Context: an optimization exercise on an open-source flow, tuned for small area and a short achievable clock period. The choices shown serve that exercise and are no tape-out recipe.
No run shown here included a check of the RTL's function; only the layout flow was run.
Power figures rest on the tool's default switching activity, not on a simulated workload.

==> flow/design.v (outline; a module is shown in full before it is edited, if it fits) <==
// module booth_sd: 65 lines
// module fa_c: 10 lines
// module ha_c: 9 lines
// module sk_bg: 7 lines
// module sk_bh: 7 lines
// module sk_c0: 7 lines
// module sk_gi: 8 lines
// module sk_gn: 8 lines
// module sk_pi: 7 lines
// module sk_pn: 7 lines
// module sk_inv: 6 lines
// module sk_s: 7 lines
// module sk_sn: 7 lines
// module sk_sub: 248 lines
// module sk_lt: 100 lines
// module bbox_top: 3658 lines
module bbox_top #(
    parameter int SIGFIG     = 24,
    parameter int RADIX      = 10,
    parameter int PIPE_DEPTH = 3
) (
    input  logic                clk,
    input  logic                rst_n,
    input  logic [9*SIGFIG-1:0] tri_in,
    input  logic [3*SIGFIG-1:0] color_in,
    input  logic                valid_in,
    input  logic                halt,
    input  logic [2*SIGFIG-1:0] screen,
    input  logic [3:0]          subsample,
    output logic [9*SIGFIG-1:0] tri_out,
    output logic [3*SIGFIG-1:0] color_out,
    output logic [4*SIGFIG-1:0] box_out,
    output logic                valid_out
);
  // ...
==> flow/flow/run.sh <==
#!/bin/bash
# The standard layout (standard.sh, synthesis unchanged), with three changes:
#  - every port still gets its buffer, but a plain buf_1 rather than the delay
#    buffer buffer_ports picks by default; timing repair resizes it as needed
#  - timing repair up to clock tree synthesis is asked to leave extra setup
#    slack, so the resizer works on the paths that set the achieved period
#  - after global routing, timing repair only fixes real violations
set -euo pipefail
PORTS="BUFFER_PORTS_ARGS=-buffer_cell sky130_fd_sc_hd__buf_1"
bash standard.sh SETUP_SLACK_MARGIN=11.1 TNS_END_PERCENT=30 "$PORTS" cts > make_cts.log 2>&1
bash standard.sh "$PORTS" finish > make_finish.log 2>&1
==> flow/standard.sh <==
#!/bin/bash
# synth_recipe.tcl (not shown) runs the flow's synth.tcl, then flattens the netlist and writes it again
# the make line also repeats each setting of config.mk as NAME=value (left out here)
make -C /OpenROAD-flow-scripts/flow DESIGN_CONFIG=/design/flow/config.mk WORK_HOME=/design/flow/orfs CLKGATE_MAP_FILE= SYNTH_SCRIPT=/design/flow/synth_recipe.tcl "${@:-finish}"
==> flow/config.mk <==
export PLATFORM = sky130hd
export DESIGN_NAME = bbox_top
export DESIGN_NICKNAME = bbox_top
export VERILOG_FILES = /design/flow/design.v
export SDC_FILE = /design/flow/constraint.sdc
export NUM_CORES = 4
export LEC_CHECK = 0
export ABC_CLOCK_PERIOD_IN_PS = 4000
export CAP_MARGIN = 20
export CORE_MARGIN = 2
export CORE_UTILIZATION = 45
export CTS_CLUSTER_DIAMETER = 80
export CTS_CLUSTER_SIZE = 25
export SLEW_MARGIN = 20
export SYNTH_HIERARCHICAL = 1
==> flow/constraint.sdc <==
create_clock -name core_clock -period 15.0 [get_ports {clk}]
set_input_delay 3.0000 -clock core_clock [delete_from_list [all_inputs] [get_ports {clk}]]
set_output_delay 3.0000 -clock core_clock [all_outputs]
set_load 0.01 [all_outputs]
==> metrics.md, run 1 <==
| Metric | Value |
|---|---|
| Status | complete, no violations |
| CP endpoint | v1 |
| Worst R2R End | v1 |
| Vias in the first global route | 54876 |
| Design Area, Final | between 90000 and 100000 um2 |
| RR Startpoint | b2_neg[8] |
| Arr. time, crit path | approximately 5300 ps |
| Inst Count DP | roughly 9100 |
| Simple-Gate Fraction of Synth Area | 5.97% |
| Clk pin slew, worst setup/hold paths | approximately 100 ps |
| Power per cell area | approximately 240 nW/um2 |
| WL final | around 250000 um |
| Top Ports | ~730 |
| Worst reg-to-reg path cell count | 19 |
| CP Depth | 19 |
| Postcts setup bufs | 7 |
| Via count | roughly 55000 |
| Yosys cell types | 84 |
| Buffering overhead | under 10% |
| XOR/XNOR Fraction of Synth Area | a little under a tenth |
| Inverters excl. clock | a little over 200 |
| CTS tree | yes |
| Net Sw Power | around 9 mW |
| Multi-input combinational area share | 43.6% |
| Post-layout power | around 22 mW |
| Worst hold path depth | 0 |
| Routed length on met2 | approximately 120000 um |
| Vias per Instance | a little under 6 |
| Largest cell class | registers |
| Fillcell total | roughly 16000 |
| Multi-input combinational cell area | between 40000 and 50000 um2 |
| # clk buffers | about 90 |
| Top flop regs | t0 x216, t1 x216, t2 x216 |
| Clk_skew | 63.3 ps |
| Min Hold Slack | around 400 ps |
| Num sequential | between 1000 and 1500 |
| Hold Crit Class | flop to flop |
| Signal buffers | roughly 890 |
| CP endpoint kind | flop |
| Sequential Power | between 6 and 7 mW |
| Max Freq | approximately 220 MHz |
==> run 2: changes to the inputs <==
--- a/flow/design.v
+++ b/flow/design.v
@@ -547,28 +547,30 @@
     logic [D-1:0] b1_one_in, b1_two_in, b1_neg_in;
     logic [D-1:0] b2_one_in, b2_two_in, b2_neg_in;
     booth_sd #(.W(W)) bsd1_i (
         .p(pi[1][1]), .q(pi[0][1]), .one(b1_one_in), .two(b1_two_in), .neg(b1_neg_in)
     );
     booth_sd #(.W(W)) bsd2_i (
         .p(pi[2][1]), .q(pi[1][1]), .one(b2_one_in), .two(b2_two_in), .neg(b2_neg_in)
     );
-    logic [1:0] lt02_in;
+    logic [1:0] lt02_in, lty_in;
     sk_lt lt02x_i (.a(pi[0][0]), .b(pi[2][0]), .lt(lt02_in[0]));
     sk_lt lt02y_i (.a(pi[0][1]), .b(pi[2][1]), .lt(lt02_in[1]));
+    sk_lt lt01y_i (.a(pi[0][1]), .b(pi[1][1]), .lt(lty_in[0]));
+    sk_lt lt12y_i (.a(pi[1][1]), .b(pi[2][1]), .lt(lty_in[1]));
     logic [9*W-1:0] t0, t1, t2;
     logic [3*W-1:0] c0, c1, c2;
     logic [2*W-1:0] scr0, scr1;
     logic [1:0]     k0, k1;
     logic           v0, v1, v2;
     logic [W:0]     ma1, ma2;
     logic [D-1:0]   b1_one, b1_two, b1_neg;
     logic [D-1:0]   b2_one, b2_two, b2_neg;
-    logic [1:0]     lt02_0;
+    logic [1:0]     lt02_0, lty0;
     logic [5:0]     lt0;
     logic pp1_0_0;
     logic pp1_0_1;
     logic pp1_0_2;
     logic pp1_0_3;
     logic pp1_0_4;
     logic pp1_0_5;
     logic pp1_0_6;
@@ -3618,38 +3620,16 @@
     assign row1_a = {~pp2_12_25, ac1779, ac1775, ac1771, ac1767, ac1763, ac1759, ac1755, ac1751, ac1747, ac1743, ac1739, ac1735, ac1731, ac1727, ac1723, ac1719, ac1715, ac1711, ac1707, ac1703, ac1699, ac1695, ac1691, ac1687, ac1683, ac1679, ac1675, ac1671, ac1667, ac1663, ac1659, ac1655, ac1651, ac1647, ac1643, ac1639, ac1635, ac1631, ac1627, ac1623, ac1619, ac1615, ac1611};
     assign row2_a = {1'b1, pp1_12_24, as1776, as1772, as1768, as1764, as1760, as1756, as1752, as1748, as1744, as1740, as1736, as1732, as1728, as1724, as1720, as1716, as1712, as1708, as1704, as1700, as1696, as1692, as1688, as1684, as1680, as1676, as1672, as1668, as1664, as1660, as1656, as1652, as1648, as1644, as1640, as1636, as1632, as1628, as1624, as1620, as1616, as1612};
     assign row3_a = {1'b0, pp2_12_24, as1778, as1774, as1770, as1766, as1762, as1758, as1754, as1750, as1746, as1742, as1738, as1734, as1730, as1726, as1722, as1718, as1714, as1710, as1706, as1702, as1698, as1694, as1690, as1686, as1682, as1678, as1674, as1670, as1666, as1662, as1658, as1654, as1650, as1646, as1642, as1638, as1634, as1630, as1626, as1622, as1618, as1614};
     assign lowa_a = {ac1799, ac1797, ac1795, ac1793, ac1791, as1790};
     assign lowb_a = {as1800, as1798, as1796, as1794, as1792, b2_neg[0]};
     assign xcar_a = {ac1801, ac1789};
     assign lowsum_a = {1'b0, lowa_a} + {1'b0, lowb_a};
     assign cin_a    = lowsum_a[6];
-    logic [1:0] lty0;
-    logic [15:0] tnz [2][5];
-    logic [15:0] tsg [2][5];
-    always_comb begin
-        for (int k = 0; k < 16; k++) begin
-            tnz[0][0][k] = (k < D) ? (b1_one[k] | b1_two[k]) : 1'b0;
-            tsg[0][0][k] = (k < D) ? b1_neg[k] : 1'b0;
-            tnz[1][0][k] = (k < D) ? (b2_one[k] | b2_two[k]) : 1'b0;
-            tsg[1][0][k] = (k < D) ? b2_neg[k] : 1'b0;
-        end
-        for (int m = 0; m < 2; m++) begin
-            for (int l = 0; l < 4; l++) begin
-                tnz[m][l+1] = '0;
-                tsg[m][l+1] = '0;
-                for (int k = 0; k < (16 >> (l + 1)); k++) begin
-                    tnz[m][l+1][k] = tnz[m][l][2*k+1] | tnz[m][l][2*k];
-                    tsg[m][l+1][k] = tnz[m][l][2*k+1] ? tsg[m][l][2*k+1] : tsg[m][l][2*k];
-                end
-            end
-            lty0[m] = tnz[m][4][0] & ~tsg[m][4][0];
-        end
-    end
     always_comb begin
         lt0[0] = ma2[W];                  
         lt0[1] = lt02_0[0];
         lt0[2] = !ma1[W] && (|ma1);       
         lt0[3] = lty0[0];
         lt0[4] = lt02_0[1];
         lt0[5] = lty0[1];
     end
@@ -4081,17 +4061,20 @@
     fa_c u_bfa260 (.a(bc169), .b(bs170), .c(row3_1[41]), .s(bs258), .co(bc259));
     fa_c u_bfa262 (.a(bc171), .b(bs172), .c(row3_1[42]), .s(bs260), .co(bc261));
     fa_c u_bfa264 (.a(bc173), .b(bs174), .c(row2_1[43]), .s(bs262), .co(bc263));
     assign suma_b = {bc261, bc259, bc257, bc255, bc253, bc251, bc249, bc247, bc245, bc243, bc241, bc239, bc237, bc235, bc233, bc231, bc229, bc227, bc225, bc223, bc221, bc219, bc217, bc215, bc213, bc211, bc209, bc207, bc205, bc203, bc201, bc199, bc197, bc195, bc193, bc191, bc189, bc187, bc185, bc183, bc181, bc179, bc177, bs176};
     assign sumb_b = {bs262, bs260, bs258, bs256, bs254, bs252, bs250, bs248, bs246, bs244, bs242, bs240, bs238, bs236, bs234, bs232, bs230, bs228, bs226, bs224, bs222, bs220, bs218, bs216, bs214, bs212, bs210, bs208, bs206, bs204, bs202, bs200, bs198, bs196, bs194, bs192, bs190, bs188, bs186, bs184, bs182, bs180, bs178, xcar_1[1]};
     assign hsum_b = suma_b + sumb_b;
     logic backface_b;
     assign backface_b = hsum_b[44-1];
+    logic hi_past_b [2];
     logic [W-1:0] mask_b;
+    sk_lt hipx_i (.a(scr_b[0]), .b(hisn_b[0]), .lt(hi_past_b[0]));
+    sk_lt hipy_i (.a(scr_b[1]), .b(hisn_b[1]), .lt(hi_past_b[1]));
     coord_t lo_b [2];
     coord_t ll_b [2];
     coord_t hi_b [2];
     coord_t hisn_b [2];
     coord_t ur_b [2];
     coord_t scr_b [2];
     always_comb begin
         mask_b = {{(W-RADIX){1'b1}}, ~({RADIX{1'b1}} >> k1)};
@@ -4104,17 +4087,17 @@
             endcase
             case (hisel1[a])
                 2'd0:    hi_b[a] = coord_t'(t1[(0*3+a)*W +: W]);
                 2'd1:    hi_b[a] = coord_t'(t1[(1*3+a)*W +: W]);
                 default: hi_b[a] = coord_t'(t1[(2*3+a)*W +: W]);
             endcase
             ll_b[a] = lo_b[a][W-1] ? '0 : (lo_b[a] & mask_b);
             hisn_b[a] = hi_b[a] & mask_b;
-            ur_b[a] = (hisn_b[a] > scr_b[a]) ? scr_b[a] : hisn_b[a];
+            ur_b[a] = hi_past_b[a] ? scr_b[a] : hisn_b[a];
         end
     end
     logic [4*W-1:0] box2;
     always_ff @(posedge clk or negedge rst_n) begin
         if (!rst_n) begin
             v0 <= 1'b0;
             v1 <= 1'b0;
             v2 <= 1'b0;
@@ -4134,16 +4117,17 @@
             ma2       <= ma2_in;
             b1_one    <= b1_one_in;
             b1_two    <= b1_two_in;
             b1_neg    <= b1_neg_in;
             b2_one    <= b2_one_in;
             b2_two    <= b2_two_in;
             b2_neg    <= b2_neg_in;
             lt02_0    <= lt02_in;
+            lty0      <= lty_in;
             t1        <= t0;
             c1        <= c0;
             k1        <= k0;
             row0_1 <= row0_a;
             row1_1 <= row1_a;
             row2_1 <= row2_a;
             row3_1 <= row3_a;
             cin_1     <= cin_a;
==> flow/config.mk (replaced) <==
export PLATFORM = sky130hd
export DESIGN_NAME = bbox_top
export DESIGN_NICKNAME = bbox_top
export VERILOG_FILES = /design/flow/design.v
export SDC_FILE = /design/flow/constraint.sdc
export NUM_CORES = 4
export LEC_CHECK = 0
export ABC_CLOCK_PERIOD_IN_PS = 4000
export CAP_MARGIN = 20
export CORE_MARGIN = 2
export CORE_UTILIZATION = 55
export CTS_CLUSTER_DIAMETER = 80
export CTS_CLUSTER_SIZE = 25
export SLEW_MARGIN = 20
export SYNTH_HIERARCHICAL = 1
==> metrics.md, run 2 <==
| Metric | Value |
|---|---|
| Status | complete, no violations (unchanged) |
| DRT antenna net count | 0 (unchanged) |
| CP endpoint kind | flop (unchanged) |
| M3 GR Usage | 7.79% (was 6.81%) |
| Ratio of final minimum period to clock period | 29.7% (was 30.7%) |
| Synth Instances | 6380 (was 6199) |
| Total track usage | 31.4% (was 25.7%) |
| Commonest cells post-synth | edfxtp_1, xnor2_1, a22oi_1, fa_1, nand2_1 (was edfxtp_1, xnor2_1, a22oi_1, fa_1, clkbuf_1) |
| CP Cell Sequence | buf_1, inv_1, ha_1, a21oi_1, o22ai_2, a311oi_1, nor3_1 (was buf_4, o21bai_1, o211ai_1, a41oi_1, o311a_1, or3_1, buf_8, and2_4, a21oi_4, xnor2_1, nand2_1, nor2_4, nand2_1, o21ai_4, inv_1, o21ai_1, xor2_1, nor4b_1, a32o_1) |
| Fillcell total | 12199 (was 16065) |
| Clk pin slew, worst setup/hold paths | 90 ps (was 100 ps) |
| H-tree level count | 3 (unchanged) |
| CP max stage delay | 550 ps (was 600 ps) |
| Cell Area, Synth | 86000 um2 (was 84100 um2) |
| Leak Pwr | 33.7 nW (was 32.8 nW) |
| DRC violations left | 0 (unchanged) |
| Worst hold path depth | 0 (unchanged) |
| Clock Tree Root | clkbuf_16 (unchanged) |
| Top post-synthesis cells by area | edfxtp_1, fa_1, xnor2_1 (unchanged) |
| Number of buffers created by CTS | 84 (unchanged) |
| Worst path slowest cell | buf_1 (was buf_4) |
| Clock sinks | 1366 (was 1364) |
| Arr. time, crit path | 4950 ps (was 5310 ps) |
| Congestion Overflow GR | 0 (unchanged) |
| Ys Warns | 40 (was 43) |
| Top Ports | 729 (unchanged) |
| 1st-iter DRT viols | 5658 (was 5606) |
| Placement Setup Slack | 8180 ps (was 8100 ps) |
| Yosys top cell area share | 47.6% (was 48.6%) |
| WL final | 252000 um (was 250000 um) |
| Hold Crit Class | flop to flop (unchanged) |
| Final HPWL DP | 168000 um (was 170000 um) |
| Main synth FF type | edfxtp_1 (unchanged) |
| Asr flop ratio synth | 0.220% (about the same) |
| Unrepaired setup endpoints after global routing | false (unchanged) |
| WS Path Type | input pin to flop (was flop to flop) |
| Crit-path max FO | 10 (was 28) |
| Largest area contributor in the netlist | edfxtp_1 (unchanged) |
| Clk_skew | 64.5 ps (was 63.3 ps) |
| Yosys cell types | 74 (was 84) |
| Routed len/inst | 27.9 um (was 27.0 um) |
| Clock latency at the later pin of the worst-skew pair | 760 ps (was 770 ps) |
| Max-slew headroom | 29.4% (was 26.9%) |
| Final WS setup | 10540 ps (was 10400 ps) |
| Syn avg cell area | 13.5 um2 (was 13.6 um2) |
| Starting Density | 55.2% (was 45.3%) |
| Power per cell area | 235 nW/um2 (was 238 nW/um2) |
| Final hold vios | 0 (unchanged) |
| TNS Setup | 0 ps (unchanged) |
| Routability Congestion | 0.891 (was 0.885) |
| NumNets Final | 8116 (was 7937) |
| Worst VDD drop | 0.410 mV (was 0.225 mV) |
| Synthesized flop and latch total | 1366 (was 1364) |
| Max clock buf depth | 3 (unchanged) |
| Layout cell share with drive strength beyond 1 | 13.9% (was 10.8%) |
| CTS tree | yes (unchanged) |
| Height of the die | 399 um (was 436 um) |
| Period minus WS final | 4460 ps (was 4600 ps) |
| Register area share after synthesis | 47.7% (was 48.7%) |
| Most frequent cells in the layout | edfxtp_1, xnor2_1, a22oi_1 (was edfxtp_1, xnor2_1, buf_1) |
| Worst Setup Start Kind | input pin (was flop) |
| Vias per Instance | 6.18 (was 5.91) |
| Via count | 55983 (was 54743) |
| First-pass GRT wire length | 369000 um (was 364000 um) |
| Worst Tran Pin Value | 1060 ps (was 1100 ps) |
| Largest net degree at the start of global routing | 104 (was 166) |
| Most common cell after layout, fill and taps aside | edfxtp_1 (unchanged) |
| Max-slew violations | 0 (unchanged) |
| GR Util met1 | 40.5% (was 33.4%) |
| Core area | 156000 um2 (was 185000 um2) |
| Max Cap Viol | 0 (unchanged) |
| Number of synthesized flops with an enable pin | 1363 (was 1361) |
| Worst reg-to-reg path cell count | 18 (was 19) |
| Antenna violations before repair | 28 (was 21) |
| Grt met2 use | 51.2% (was 41.4%) |
| Top flop regs | t0 x216, t1 x216, t2 x216 (unchanged) |
| Site Rows | 145 (was 158) |
| DR pass1 iterations | 7 (unchanged) |
| Most frequent cell after synthesis | edfxtp_1 (unchanged) |
| Crit path required time | 15490 ps (was 15710 ps) |
| Max Freq | 224 MHz (was 217 MHz) |
| Port bufs | 714 (unchanged) |
| Global route hottest layer | met2 (unchanged) |
| Area Overhead vs Synth | 10.4% (was 10.5%) |
| Vias in the first global route | 56273 (was 54876) |
| Final setup vio count | 0 (unchanged) |
| Die width | 399 um (was 436 um) |
| DIE AREA | 160000 um2 (was 190000 um2) |
==> run 2: cell types whose count changed after synthesis, moves of 24 or more <==
cell and delta:
a21oi_2 +41, o22ai_1 -24, inv_1 -52, ha_1 -34
o21ai_1 +31, nor2b_4 +92, nand2_1 +97, buf_1 -35
xnor2_1 +95, a32oi_1 +24
==> run 2: path summary, 6_finish.rpt <==
path | startpoint | to | slack (ps)
max in group asynchronous | rst_n | v0 | 12580
setup / recovery | tri_in[117] | b1_neg[11] | 10540
setup reg to reg | ma1[12] | v1 | 10570
min in group asynchronous | rst_n | v1 | 2140
hold reg to reg | c0[49] | c1[49] | 400
hold / removal | c0[49] | c1[49] | 400
==> run 2: modules after synthesis (local to each module, per instance), a selection <==
module,cells,copies in the design,flip-flops and latches
bbox_top,3767,1,1366
fa_c,1,614,0
sk_bg,1,230,0
ha_c,1,81,0
sk_bh,1,242,0
sk_gi,1,184,0
sk_s,1,32,0
sk_sn,1,24,0
sk_c0,1,10,0
sk_gn,1,104,0
sk_inv,1,44,0
sk_pi,1,144,0
sk_pn,1,58,0
sk_sub,1,2,0
==> run 2: routing by layer <==
metal	vias to the layer above	share of wire, %
li1	23996	-
met1	28266	39
met2	2963	48
met3	738	9.5
met4	20	4.1
met5	-	0.064
==> run 2: logic make-up (layout without fill, tap and decap cells) <==
family | Yosys count | after routing | share of synthesized area [%]
AO/OA/AOI/OAI | 1475 | 1476 | 12.9
XOR/XNOR | 977 | 977 | 9.95
adder cells (fa/ha/maj) | 840 | 840 | 17.6
buffers and inverters | 646 | 1193 | 3.21
flip-flops | 1366 | 1366 | 47.7
multiplexers | 101 | 101 | 1.23
other | 4 | 73 | 0.0175
AND/OR/NAND/NOR | 971 | 971 | 7.45
==> run 2: timing repair <==
item,in CTS,in global routing
buffers inserted,18,0
endpoints found under the setup margin,1920,0
hold buffers,0,0
gates resized for setup,188,0
==> run 2: critical path, delay by kind of cell <==
family	cells	cell delay (ps)
AO/OA/AOI/OAI	3	750
adder cells (fa/ha/maj)	1	440
buffers and inverters	2	650
AND/OR/NAND/NOR	1	90
==> run 2: metrics by stage <==
stage                     hold slack (ps)  instances  area (um2)  power (mW)  utilization, %
after floorplan                       400       6433       86200        15.2               -
after CTS                             398       9038       94900        22.4            60.9
after detailed placement              405       8871       90500        19.7            58.2
final                                 397       9055       94900        22.4            61.0
after global routing                  407       9047       94900        24.2            61.0
after global placement                400       8871       90500        19.4            58.2
==> run 2: final cells by class <==
| class | count | area, um2 | area share (%) |
|---|---|---|---|
| Sequential cell | 1366 | 41000 | 43.2 |
| Timing Repair Buffer | 904 | 4710 | 4.97 |
| Inverter | 153 | 578 | 0.609 |
| Clock inverter | 51 | 763 | 0.804 |
| Antenna cell | 16 | 40.0 | 0.0422 |
| Timing Repair inverter | 1 | 5.00 | 0.00527 |
| Multi-Input combinational cell | 4422 | 43100 | 45.4 |
| Clock buffer | 84 | 2100 | 2.21 |
| Tap cell | 2058 | 2570 | 2.71 |
==> run 2: power by group <==
group	total [mW]	internal [mW]	switching, mW
registers	6.04	5.81	0.228
logic	13.7	5.98	7.75
clock network	2.58	1.15	1.42
total	22.4	12.9	9.41
==> run 3: changes to the inputs <==
==> flow/flow/run.sh (replaced) <==
#!/bin/bash
# The standard layout (standard.sh, synthesis unchanged), with two changes:
#  - every port still gets its buffer, but a plain buf_1 rather than the delay
#    buffer buffer_ports picks by default; timing repair resizes it as needed
#  - timing repair is asked to leave extra setup slack, so the resizer works
#    on the paths that set the achieved period
set -euo pipefail
bash standard.sh SETUP_SLACK_MARGIN=11.1 TNS_END_PERCENT=30 \
    "BUFFER_PORTS_ARGS=-buffer_cell sky130_fd_sc_hd__buf_1" finish > make_finish.log 2>&1
==> metrics.md, run 3 <==
| Metric | Value |
|---|---|
| Main synth FF type | edfxtp_1 (unchanged) |
| Layout cell share with drive strength beyond 1 | 20.0% (was 13.9%) |
| Power per cell area | 234 nW/um2 (was 235 nW/um2) |
| Site Rows | 145 (unchanged) |
| WS Path Type | flop to output port (was input pin to flop) |
| Worst reg-to-reg path cell count | 18 (unchanged) |
| Unrepaired setup endpoints after global routing | true (was false) |
| Antenna violations before repair | 29 (was 28) |
| Synth Instances | 6380 (unchanged) |
| Area Overhead vs Synth | 12.1% (was 10.4%) |
| Largest net degree at the start of global routing | 104 (unchanged) |
| CP Cell Sequence | buf_1 (was buf_1, inv_1, ha_1, a21oi_1, o22ai_2, a311oi_1, nor3_1) |
| Top post-synthesis cells by area | edfxtp_1, fa_1, xnor2_1 (unchanged) |
| Yosys cell types | 74 (unchanged) |
| WL final | 253000 um (was 252000 um) |
| Number of synthesized flops with an enable pin | 1363 (unchanged) |
| Worst R2R End | v1 (unchanged) |
| Most common cell after layout, fill and taps aside | edfxtp_1 (unchanged) |
| Post-layout power | 22.5 mW (was 22.4 mW) |
| Status | complete, no violations (unchanged) |
| Ys Warns | 40 (unchanged) |
| Port bufs | 714 (unchanged) |
| Max Freq | 225 MHz (was 224 MHz) |
| TNS Setup | 0 ps (unchanged) |
| Final setup vio count | 0 (unchanged) |
| Max-slew violations | 0 (unchanged) |
| Worst path slowest cell | edfxtp_1 (was buf_1) |
| Routability Congestion | 0.891 (unchanged) |
| Starting Density | 55.2% (unchanged) |
| Vias per Instance | 6.19 (was 6.18) |
| DRT antenna net count | 0 (unchanged) |
| Worst Tran Pin Value | 1100 ps (was 1060 ps) |
| DR pass1 iterations | 6 (was 7) |
| Asr flop ratio synth | 0.220% (unchanged) |
| Vias in the first global route | 56273 (unchanged) |
| Routed len/inst | 27.9 um (about the same) |
| Cell Area, Synth | 86000 um2 (unchanged) |
| Crit-path max FO | 1 (was 10) |
| Congestion Overflow GR | 0 (unchanged) |
| Synthesized flop and latch total | 1366 (unchanged) |
| Clock sinks | 1366 (unchanged) |
| Worst Setup Start Kind | flop (was input pin) |
| H-tree level count | 3 (unchanged) |
| Worst path bufs/invs | 1 (was 2) |
| Crit path required time | 12000 ps (was 15490 ps) |
| Max-slew headroom | 26.1% (was 29.4%) |
| Arr. time, crit path | 1450 ps (was 4950 ps) |
| Total track usage | 31.4% (unchanged) |
| Clk_skew | 72.1 ps (was 64.5 ps) |
| Final HPWL DP | 168000 um (unchanged) |
| CP endpoint kind | output port (was flop) |
| Commonest cells post-synth | edfxtp_1, xnor2_1, a22oi_1, fa_1, nand2_1 (unchanged) |
| Most frequent cell after synthesis | edfxtp_1 (unchanged) |
| First-pass GRT wire length | 369000 um (unchanged) |
| Clk pin slew, worst setup/hold paths | 90 ps (about the same) |
| RR Startpoint | ma1[12] (unchanged) |
| Top flop regs | t0 x216, t1 x216, t2 x216 (unchanged) |
| Register area share after synthesis | 47.7% (unchanged) |
| Number of buffers created by CTS | 84 (unchanged) |
| Worst hold path depth | 0 (unchanged) |
| NumNets Final | 8127 (was 8116) |
| DIE AREA | 160000 um2 (unchanged) |
| Hold EP | c1[49] (unchanged) |
| Top Ports | 729 (unchanged) |
| Period minus WS final | 4450 ps (was 4460 ps) |
| Worst VDD drop | 0.514 mV (was 0.410 mV) |
| Yosys top cell area share | 47.6% (unchanged) |
| Die width | 399 um (unchanged) |
| Hold Crit Start | c0[49] (unchanged) |
| Max clock buf depth | 3 (unchanged) |
| Final hold vios | 0 (unchanged) |
| Hold Crit Class | flop to flop (unchanged) |
| Largest area contributor in the netlist | edfxtp_1 (unchanged) |
| Ratio of final minimum period to clock period | 29.6% (was 29.7%) |
| Most frequent cells in the layout | edfxtp_1, xnor2_1, a22oi_1 (unchanged) |
| Syn avg cell area | 13.5 um2 (unchanged) |
| Top delay family on crit path | flip-flops (was compound AO/OA/AOI/OAI gates) |
| Clock latency at the later pin of the worst-skew pair | 760 ps (about the same) |
| Via count | 56109 (was 55983) |
| Height of the die | 399 um (unchanged) |
| Core area | 156000 um2 (unchanged) |
| 1st-iter DRT viols | 5644 (was 5658) |
| Placement Setup Slack | 8180 ps (unchanged) |
| Max Cap Viol | 0 (unchanged) |
| CTS tree | yes (unchanged) |
| Final WS setup | 10550 ps (was 10540 ps) |
| R2R setup slack | 10740 ps (was 10570 ps) |
| Leak Pwr | 35.0 nW (was 33.7 nW) |
| Clock Tree Root | clkbuf_16 (unchanged) |
| DRC violations left | 0 (unchanged) |
| CP max stage delay | 520 ps (was 550 ps) |
run 3: cell counts after synthesis:
Identical to the previous run, type by type.
run 3: timing repair:
action,in CTS,in global routing
hold endpoints to repair,0,0
hold buffers,0,0
resized for setup,188,672
cloned,14,1
pin swaps,20,38
endpoints found under the setup margin,1920,1035
buffers inserted,18,10
run 3: through the flow:
stage	hold WS (ps)	utilization, %	std cells	instance area, um2
after CTS	398	60.9	9038	94900
after floorplan	400	-	6433	86200
after detailed placement	405	58.2	8871	90500
final	397	62.0	9070	96400
after global routing	407	61.9	9059	96400
after global placement	400	58.2	8871	90500
run 3: logic make-up after synthesis:
kind of cell / count (synthesis) / share of synthesized area (%)
AOI/OAI and AO/OA: 1475 / 12.9
adders and majority gates: 840 / 17.6
buffers and inverters: 646 / 3.21
other: 4 / 0.0175
xor gates and xnor gates: 977 / 9.95
muxes: 101 / 1.23
DFF: 1366 / 47.7
and+or+nand+nor: 971 / 7.45
run 3: layout make-up:
cell class / count / area (um2)
repair inverters: 1 / 5.00
repair buffers: 915 / 5590
flip-flops and latches: 1366 / 41000
inverters: 153 / 578
fillers: 12041 / 59200
clock inverters: 51 / 763
well taps: 2058 / 2570
multi-input cells: 4422 / 43800
clock buffers: 84 / 2100
diodes: 20 / 50.0
run 3: how the worst max path moves through the flow:
| stage | from | endpoint | slack, ps | depth (start not counted) |
|---|---|---|---|---|
| 4_1_cts | t2[149] | tri_out[149] | 10510 | 1 |
| 6_report | t2[149] | tri_out[149] | 10550 | 1 |
| 3_5_place_dp | halt | t1[107] | 8180 | 5 |
| 3_3_place_gp | halt | t1[107] | 8280 | 5 |
| 5_1_grt | t2[147] | tri_out[147] | 10520 | 1 |
| 2_1_floorplan | halt | b1_neg[0] | -8720 | 1 |
run 3: where the power goes:
group / internal [mW] / total (mW) / leakage [nW] / switching (mW)
registers: 5.81 / 6.04 / 13.4 / 0.230
clock network: 1.15 / 2.57 / 1.37 / 1.42
logic: 6.08 / 13.9 / 20.3 / 7.85
run 3: metal layers:
metal | wire (um) | GRT usage (%)
met1 | 97400 | 40.5
met2 | 121000 | 51.2
met3 | 24700 | 7.79
met4 | 10500 | 12.2
met5 | 128 | 0.242
run 3: per-module statistics from Yosys (local to each module, per instance), a selection:
module | flip-flops and latches | times used | cell area, um2
sk_pi | 0 | 144 | 3.75
sk_gi | 0 | 184 | 8.76
sk_sn | 0 | 24 | 8.76
sk_sub | 0 | 2 | 3.75
ha_c | 0 | 81 | 12.5
bbox_top | 1366 | 1 | 57600
sk_bh | 0 | 242 | 8.76
sk_bg | 0 | 230 | 13.8
sk_pn | 0 | 58 | 3.75
sk_s | 0 | 32 | 8.76

afterwards: timing with drivers on the ports:
How much do the figures lean on ideal ports? The routed layouts below were timed once more, with nothing changed but the port constraints.
Step 1 (the two cells are an assumption about what drives the block):
set clk [get_ports {clk}]
set_driving_cell -lib_cell sky130_fd_sc_hd__clkbuf_16 $clk
set_driving_cell -lib_cell sky130_fd_sc_hd__buf_2 [delete_from_list [all_inputs] $clk]
Step 2 adds t to the input delays and takes it off the output delays; t is the mean of the earliest and latest rising clock arrival at the registers after step 1. Input paths then give back, and output paths get back, about the clock's delay inside the block.
a / b / c = ideal ports / drivers / drivers and shift; a / b = the first two.
run	t, ns	setup slack, ns	hold slack, ns	clock arrival spread, ns
run 1	0.827	10.399 / 10.399 / 9.625	0.396 / 0.396 / 0.396	0.072 / 0.072
run 2	0.814	10.538 / 10.465 / 9.742	0.397 / 0.397 / 0.397	0.065 / 0.066
run 3	0.809	10.554 / 10.467 / 9.995	0.397 / 0.397 / 0.397	0.073 / 0.073
After both steps setup and hold are still met in every run listed. For run 2, which loses most, drivers alone change the setup slack by -0.073 ns; drivers and shift together by -0.796 ns.
